From an optimization exercise on the open Yosys and OpenROAD flow, aimed at a short achievable clock period and few clock cycles; shortcuts taken in it are not production practice. In this exercise RTL edits were held to simulation tests only and were not proved equivalent to the original.

===== flow/config.mk =====
export PLATFORM = sky130hd
export DESIGN_NAME = pn_top
export DESIGN_NICKNAME = pn_top
export VERILOG_FILES = /design/flow/design.v
export SDC_FILE = /design/flow/constraint.sdc
export NUM_CORES = 4
export LEC_CHECK = 0
export CAP_MARGIN = 20
export CORE_MARGIN = 2
export CORE_UTILIZATION = 40
export SLEW_MARGIN = 20

===== flow/constraint.sdc =====
create_clock -name core_clock -period 11.0 [get_ports {clk}]
set_input_delay 2.2000 -clock core_clock [delete_from_list [all_inputs] [get_ports {clk}]]
set_output_delay 2.2000 -clock core_clock [all_outputs]
set_load 0.01 [all_outputs]

===== flow/design.v =====
`timescale 1ns/1ps
package pn_pkg;
    localparam int PN_MAX_TOKENS  = 16;
    localparam int PN_TOKEN_IDX_W = 4;
    localparam int PN_STACK_DEPTH = 8;
    localparam int PN_STACK_PTR_W = 4;
    localparam int PN_DATA_W      = 32;
    typedef logic signed [PN_DATA_W-1:0] pn_data_t;
    typedef logic [PN_TOKEN_IDX_W-1:0] pn_tok_idx_t;
    typedef enum logic [2:0] {
        OP_ADD     = 3'd0,
        OP_SUB     = 3'd1,
        OP_MUL     = 3'd2,
        OP_ABS_SUM = 3'd3
    } pn_op_e;
    typedef enum logic {
        MODE_PREFIX  = 1'b0,
        MODE_POSTFIX = 1'b1
    } pn_mode_e;
endpackage
`timescale 1ns/1ps
module pn_alu (
    input  pn_pkg::pn_data_t lhs,
    input  pn_pkg::pn_data_t rhs,
    input  pn_pkg::pn_op_e   op,
    output pn_pkg::pn_data_t result
);
    pn_pkg::pn_data_t sum;
    assign sum = lhs + rhs;
    always_comb begin
        case (op)
            pn_pkg::OP_ADD: begin
                result = sum;
            end
            pn_pkg::OP_SUB: begin
                result = lhs - rhs;
            end
            pn_pkg::OP_MUL: begin
                result = lhs * rhs;
            end
            pn_pkg::OP_ABS_SUM: begin
                result = (sum < 0) ? -sum : sum;
            end
            default: begin
                result = sum;
            end
        endcase
    end
endmodule
`timescale 1ns/1ps
module pn_operand_stack (
    input  logic             clk,
    input  logic             rst_n,
    input  logic             push,
    input  logic             pop,
    input  pn_pkg::pn_data_t push_data,
    output pn_pkg::pn_data_t top
);
    localparam int ADDR_W = $clog2(pn_pkg::PN_STACK_DEPTH);
    pn_pkg::pn_data_t                   entries [pn_pkg::PN_STACK_DEPTH];
    logic [pn_pkg::PN_STACK_PTR_W-1:0] ptr;
    logic [ADDR_W-1:0]          wr_addr;
    logic [ADDR_W-1:0]          top_addr;
    assign wr_addr  = ptr[ADDR_W-1:0];
    assign top_addr = wr_addr - 1'b1;
    always_ff @(posedge clk or negedge rst_n) begin
        if (!rst_n) begin
            ptr <= '0;
        end else if (push) begin
            ptr <= ptr + 1'b1;
        end else if (pop) begin
            ptr <= ptr - 1'b1;
        end
    end
    always_ff @(posedge clk) begin
        if (push) begin
            entries[wr_addr] <= push_data;
        end
    end
    assign top = entries[top_addr];
endmodule
`timescale 1ns/1ps
module pn_token_buffer (
    input  logic                clk,
    input  logic                rst_n,
    input  logic                in_valid,
    input  logic                mode,
    input  logic                operator,
    input  logic [2:0]          in,
    input  pn_pkg::pn_tok_idx_t rd_idx,
    output logic [3:0]          token,
    output pn_pkg::pn_tok_idx_t token_count,
    output pn_pkg::pn_mode_e    frame_mode,
    output logic                frame_done
);
    logic [3:0]  entries [pn_pkg::PN_MAX_TOKENS];
    logic [3:0]  new_tok;
    pn_pkg::pn_tok_idx_t count_q;
    pn_pkg::pn_tok_idx_t wr_idx;
    pn_pkg::pn_mode_e    mode_q;
    logic        in_valid_q;
    logic        frame_start;
    assign frame_start = in_valid && !in_valid_q;
    assign wr_idx      = frame_start ? '0 : count_q;
    always_ff @(posedge clk or negedge rst_n) begin
        if (!rst_n) begin
            in_valid_q <= 1'b0;
            count_q    <= '0;
            mode_q     <= pn_pkg::MODE_PREFIX;
        end else begin
            in_valid_q <= in_valid;
            if (in_valid) begin
                count_q <= wr_idx + pn_pkg::pn_tok_idx_t'(1);
            end
            if (frame_start) begin
                mode_q <= pn_pkg::pn_mode_e'(mode);
            end
        end
    end
    assign new_tok = {operator, in};
    always_ff @(posedge clk) begin
        if (in_valid) begin
            entries[wr_idx] <= new_tok;
        end
    end
    assign token       = entries[rd_idx];
    assign token_count = count_q;
    assign frame_mode  = mode_q;
    assign frame_done  = in_valid_q && !in_valid;
endmodule
`timescale 1ns/1ps
module pn_evaluator (
    input  logic             clk,
    input  logic             rst_n,
    output pn_pkg::pn_tok_idx_t tok_rd_idx,
    input  logic [3:0]          tok_token,
    input  pn_pkg::pn_tok_idx_t tok_token_count,
    input  pn_pkg::pn_mode_e    tok_frame_mode,
    input  logic                tok_frame_done,
    output logic             out_valid,
    output pn_pkg::pn_data_t out
);
    typedef enum logic [2:0] {
        IDLE,
        DECODE,
        POP_FIRST,
        POP_SECOND,
        CALC,
        FINISH
    } state_e;
    state_e      state;
    state_e      state_nxt;
    pn_pkg::pn_tok_idx_t rd_idx;
    pn_pkg::pn_tok_idx_t next_idx;
    pn_pkg::pn_data_t    first_q;
    pn_pkg::pn_data_t    second_q;
    pn_pkg::pn_data_t    lhs;
    pn_pkg::pn_data_t    rhs;
    pn_pkg::pn_data_t    alu_result;
    logic        postfix;
    logic        last_tok;
    logic        is_oper;
    logic     stk_push;
    logic     stk_pop;
    pn_pkg::pn_data_t stk_push_data;
    pn_pkg::pn_data_t stk_top;
    assign postfix  = (tok_frame_mode == pn_pkg::MODE_POSTFIX);
    assign is_oper  = tok_token[3];
    assign next_idx = postfix ? rd_idx + pn_pkg::pn_tok_idx_t'(1) : rd_idx - pn_pkg::pn_tok_idx_t'(1);
    assign last_tok = postfix ? (rd_idx == tok_token_count - pn_pkg::pn_tok_idx_t'(1))
                              : (rd_idx == '0);
    assign tok_rd_idx = rd_idx;
    always_ff @(posedge clk or negedge rst_n) begin
        if (!rst_n) begin
            rd_idx <= '0;
        end else if (state == IDLE && tok_frame_done) begin
            rd_idx <= postfix ? '0 : tok_token_count - pn_pkg::pn_tok_idx_t'(1);
        end else if ((state == DECODE && !is_oper) || state == CALC) begin
            rd_idx <= next_idx;
        end
    end
    always_ff @(posedge clk or negedge rst_n) begin
        if (!rst_n) begin
            state <= IDLE;
        end else begin
            state <= state_nxt;
        end
    end
    always_comb begin
        state_nxt = state;
        case (state)
            IDLE: begin
                if (tok_frame_done) begin
                    state_nxt = DECODE;
                end
            end
            DECODE: begin
                if (is_oper) begin
                    state_nxt = POP_FIRST;
                end else if (last_tok) begin
                    state_nxt = FINISH;
                end
            end
            POP_FIRST: begin
                state_nxt = POP_SECOND;
            end
            POP_SECOND: begin
                state_nxt = CALC;
            end
            CALC: begin
                state_nxt = last_tok ? FINISH : DECODE;
            end
            FINISH: begin
                state_nxt = IDLE;
            end
            default: begin
                state_nxt = IDLE;
            end
        endcase
    end
    assign stk_push      = (state == DECODE && !is_oper) || state == CALC;
    assign stk_pop       = state == POP_FIRST || state == POP_SECOND || state == FINISH;
    assign stk_push_data = (state == CALC) ? alu_result
                                               : pn_pkg::pn_data_t'(tok_token[2:0]);
    always_ff @(posedge clk) begin
        if (state == POP_FIRST) begin
            first_q <= stk_top;
        end
        if (state == POP_SECOND) begin
            second_q <= stk_top;
        end
    end
    assign lhs = postfix ? second_q : first_q;
    assign rhs = postfix ? first_q  : second_q;
    pn_alu u_alu (
        .lhs    (lhs),
        .rhs    (rhs),
        .op     (pn_pkg::pn_op_e'(tok_token[2:0])),
        .result (alu_result)
    );
    pn_operand_stack u_stack (
        .clk   (clk),
        .rst_n (rst_n),
        .push      (stk_push),
        .pop       (stk_pop),
        .push_data (stk_push_data),
        .top       (stk_top)
    );
    always_ff @(posedge clk or negedge rst_n) begin
        if (!rst_n) begin
            out_valid <= 1'b0;
            out       <= '0;
        end else begin
            out_valid <= (state == FINISH);
            out       <= (state == FINISH) ? stk_top : '0;
        end
    end
endmodule
`timescale 1ns/1ps
module pn_top (
    input  logic             clk,
    input  logic             rst_n,
    input  logic             in_valid,
    input  logic             mode,
    input  logic             operator,
    input  logic [2:0]       in,
    output logic             out_valid,
    output pn_pkg::pn_data_t out
);
    pn_pkg::pn_tok_idx_t tok_rd_idx;
    logic [3:0]          tok_token;
    pn_pkg::pn_tok_idx_t tok_token_count;
    pn_pkg::pn_mode_e    tok_frame_mode;
    logic                tok_frame_done;
    pn_token_buffer u_token_buffer (
        .clk      (clk),
        .rst_n    (rst_n),
        .in_valid (in_valid),
        .mode     (mode),
        .operator (operator),
        .in       (in),
        .rd_idx      (tok_rd_idx),
        .token       (tok_token),
        .token_count (tok_token_count),
        .frame_mode  (tok_frame_mode),
        .frame_done  (tok_frame_done)
    );
    pn_evaluator u_evaluator (
        .clk       (clk),
        .rst_n     (rst_n),
        .tok_rd_idx      (tok_rd_idx),
        .tok_token       (tok_token),
        .tok_token_count (tok_token_count),
        .tok_frame_mode  (tok_frame_mode),
        .tok_frame_done  (tok_frame_done),
        .out_valid (out_valid),
        .out       (out)
    );
endmodule

===== flow/run.sh =====
#!/bin/bash
# synth_recipe.tcl (not shown) runs the flow's synth.tcl, then flattens the netlist and writes it again
# the make line also repeats each setting of config.mk as NAME=value (left out here)
make -C /OpenROAD-flow-scripts/flow DESIGN_CONFIG=/design/flow/config.mk WORK_HOME=/design/flow/orfs CLKGATE_MAP_FILE= SYNTH_SCRIPT=/design/flow/synth_recipe.tcl finish

==> results.py <==
metrics = {
    "sta": {
        "fin_tns_setup_ns": 0,
        "finalCritPeriodShare_pct": 90.9,
        "slew_viol_final": 0,
        "fmax_ghz": 0.100,
        "grt_setup_unrepaired": "no",
        "period_needed_ns": 10.00,
        "hold_viol_final": 0,
        "setup_viol": 0,
        "finalClockSkew_ns": 0.0238,
        "slew-limit-headroom_pct": 25.1,
        "tightest_slew_ns": 1.10,
    },
    "floorplanning": {
        "rows": 112,
        "die-area_sq_um": 96200,
        "start_util_pct": 40.3,
        "fp.dieW_um": 310,
        "fp.coreArea_sq_um": 93000,
        "fp.dieH_um": 310,
        "top_level_ports": 41,
    },
    "placement": {
        "io_buffers": 40,
        "finalWeightedCongestion": 0.999,
        "dp_hpwl_um": 84400,
        "placed_area_sq_um": 39700,
    },
    "synthesis": {
        "synth_compound_area_share_pct": 7.52,
        "synth.most_common_cell": "inv_1",
        "synth_area_per_cell_sq_um": 10.9,
        "synthCells": 3432,
        "synth-simple-area-share_pct": 10.8,
        "synth_top_family_by_area": "adder cells",
        "syn-num-nets": 4073,
        "synth_area_sq_um": 37500,
        "synth_area_leaders": "edfxtp_1, fa_1, ha_1",
        "synth.area.mux_share_pct": 7.87,
        "ys_warn_count": 4,
        "ys_seq_elements": 433,
        "ys_types": 90,
        "yosysTopAreaCell": "edfxtp_1",
        "synth_edf_count": 384,
        "synth_fa_ha_area_share_pct": 29.4,
        "synth_xor_area_share_pct": 3.69,
        "yosysTopAreaCellShare_pct": 30.8,
        "synth_ff_type": "edfxtp_1",
        "yosysSeqAreaShare_pct": 34.0,
        "synthArstFlopShare_pct": 11.3,
        "synth_common_cells": "inv_1, nor2_1, fa_1, edfxtp_1, nand2_1",
    },
    "final_layout": {
        "fin_nets": 4099,
        "area_growth_pct": 10.0,
        "final_layout_size_suffix_gt1_share_pct": 10.1,
        "nFillCells": 8790,
        "final_cell_area_sq_um": 41200,
    },
    "global_routing": {
        "grtUsageTotal_pct": 24.0,
        "grt_max_degree": 50,
        "grt_pass1_vias": 27113,
        "overflow": 0,
        "grt_pass1_wl_um": 171000,
        "antenna_found_initial": 3,
    },
    "clocking": {
        "holdBufCountCts": 0,
        "cts_resized": 0,
        "cts.path.max_buffers": 3,
        "clk_latency_ns": 0.57,
        "clock_sink_count": 433,
        "htree_levels": 2,
        "clk_root_buffer_cell": "clkbuf_16",
        "clkTransAtPathRegs_ns": 0.06,
        "post_cts_buffers": 0,
        "cts_tree": "yes",
        "numCtsBuffers": 42,
    },
    "route": {
        "viasPerCell": 5.52,
        "first_pass_iters": 5,
        "first_iter_violations": 2171,
        "vias": 26203,
        "routed_wl_um": 112000,
        "avgRoutedWirePerCell_um": 23.7,
        "drc": 0,
        "ant_nets": 0,
    },
    "setup_path": {
        "setup.worst_path.end_class": "flop",
        "required_ns": 11.23,
        "start_kind": "flop",
        "crit_type": "flop to flop",
        "path_max_fanout": 40,
        "crit_slowest_cell": "dfrtp_4",
        "slowest_delay_ns": 0.95,
        "r2r_slack_ns": 1.0,
        "arrival_ns": 10.23,
    },
    "run_status": {
        "outcome": "complete, no violations",
    },
    "worst_hold_path": {
        "hp-class": "flop to flop",
    },
    "job": {
        "drv_cap": 0,
    },
}
-- flip-flops by register name, indices dropped and copies added (netlist names) --
| signal | count |
|---|---|
| u_evaluator.second_q | 32 |
| u_token_buffer.count_q | 4 |
| u_evaluator.rd_idx | 4 |
| u_evaluator.state | 3 |
| u_token_buffer.entries | 64 |
| u_evaluator.u_stack.entries | 256 |
| u_token_buffer.mode_q | 1 |
| u_evaluator.out | 32 |
| u_token_buffer.in_valid_q | 1 |
| u_evaluator.u_stack.ptr | 3 |
| u_evaluator.out_valid | 1 |
| u_evaluator.first_q | 32 |
-- routing by layer --
| layer | vias to the layer above | global-route usage, % | wire (um) |
|---|---|---|---|
| met1 | 13465 | 33.4 | 48000 |
| met4 | 2 | 8.64 | 4560 |
| li1 | 11499 | - | - |
| met2 | 1035 | 38.8 | 52200 |
| met3 | 202 | 2.68 | 7640 |
| met5 | - | 0 | 56 |
-- critical path: cells and delay by family, from the launching register on --
family / cells / cell delay, ns
flip-flops: 1 / 0.95
XOR/XNOR: 1 / 0.26
multiplexers: 1 / 0.27
AND/OR/NAND/NOR: 2 / 0.36
AO/OA/AOI/OAI: 7 / 2.54
buffers and inverters: 8 / 1.23
adder cells (fa/ha/maj): 10 / 4.02
-- final timing paths --
kind | endpoint | cells after the start | start
hold reg to reg | u_token_buffer.count_q[3] | 2 | u_token_buffer.in_valid_q
setup / recovery | u_evaluator.u_stack.entries[3][21] | 29 | u_token_buffer.mode_q
min in group asynchronous | u_evaluator.out_valid | 2 | rst_n
setup reg to reg | u_evaluator.u_stack.entries[3][21] | 29 | u_token_buffer.mode_q
hold / removal | u_token_buffer.count_q[3] | 2 | u_token_buffer.in_valid_q
max in group asynchronous | u_token_buffer.mode_q | 2 | rst_n
-- through the flow --
step	hold slack, ns	setup WS (ns)	utilization, %	cells
final	0.583	0.999	44.3	4747
after global routing	0.627	0.657	44.3	4746
after CTS	0.586	1.19	44.3	4745
after detailed placement	0.566	1.28	42.7	4667
after global placement	0.541	1.40	42.7	4667
after floorplan	0.489	2.36	-	3432
-- cells in the final DEF, fill, tap and decap left out, types with 47 or more instances in the layout --
| cell | count |
|---|---|
| nand2_1 | 223 |
| ha_1 | 220 |
| buf_4 | 86 |
| xnor2_1 | 128 |
| mux2i_1 | 50 |
| nor2_1 | 469 |
| nor2b_1 | 52 |
| o21ai_0 | 80 |
| fa_1 | 412 |
| clkbuf_16 | 47 |
| a21oi_1 | 129 |
| mux4_2 | 81 |
| inv_1 | 509 |
| edfxtp_1 | 384 |
| dfrtp_1 | 47 |
-- cell families after synthesis --
kind of cell	count (synthesis)
and+or+nand+nor	922
buffers and inverters	667
adders and majority gates	633
DFF	433
AOI/OAI and AO/OA	431
muxes	189
xor gates and xnor gates	157
-- area by class of cell --
class,instances,area [sq um],area share [%]
clock inverters,20,213,0.516
multi-input cells,2332,22400,54.4
repair buffers,127,1070,2.58
clock buffers,58,1250,3.02
inverters,522,1960,4.75
diodes,1,2.50,0.00607
flip-flops and latches,433,12800,31.0
well taps,1254,1570,3.80
Testbench counts, summed over its fixed seeds: cycles 15,118.

[port drivers added, routing unchanged]
In the flow no input, the clock included, has a driving cell. The finished layout below was timed again as built, in two steps. Step 1: set_driving_cell puts a clkbuf_16 on clk and a buf_2 on each other input, an assumption about the parent block. Step 2 also shifts input and output timing later by t, the mid clock arrival at the registers, as if the neighbouring blocks saw the same clock. Three values: ideal, step 1, step 2; two values: the first two.
t (ns): 0.619
setup WS [ns]: 0.999 / 0.999 / 0.999
hold slack, ns: 0.583 / 0.583 / 0.583
worst setup path at the end: register to register
worst register clock-pin slew, ns: 0.07 / 0.07
After both steps this run still meets setup and hold. The setup slack of this run moves by 0.000 ns with the drivers and by 0.000 ns with both steps.
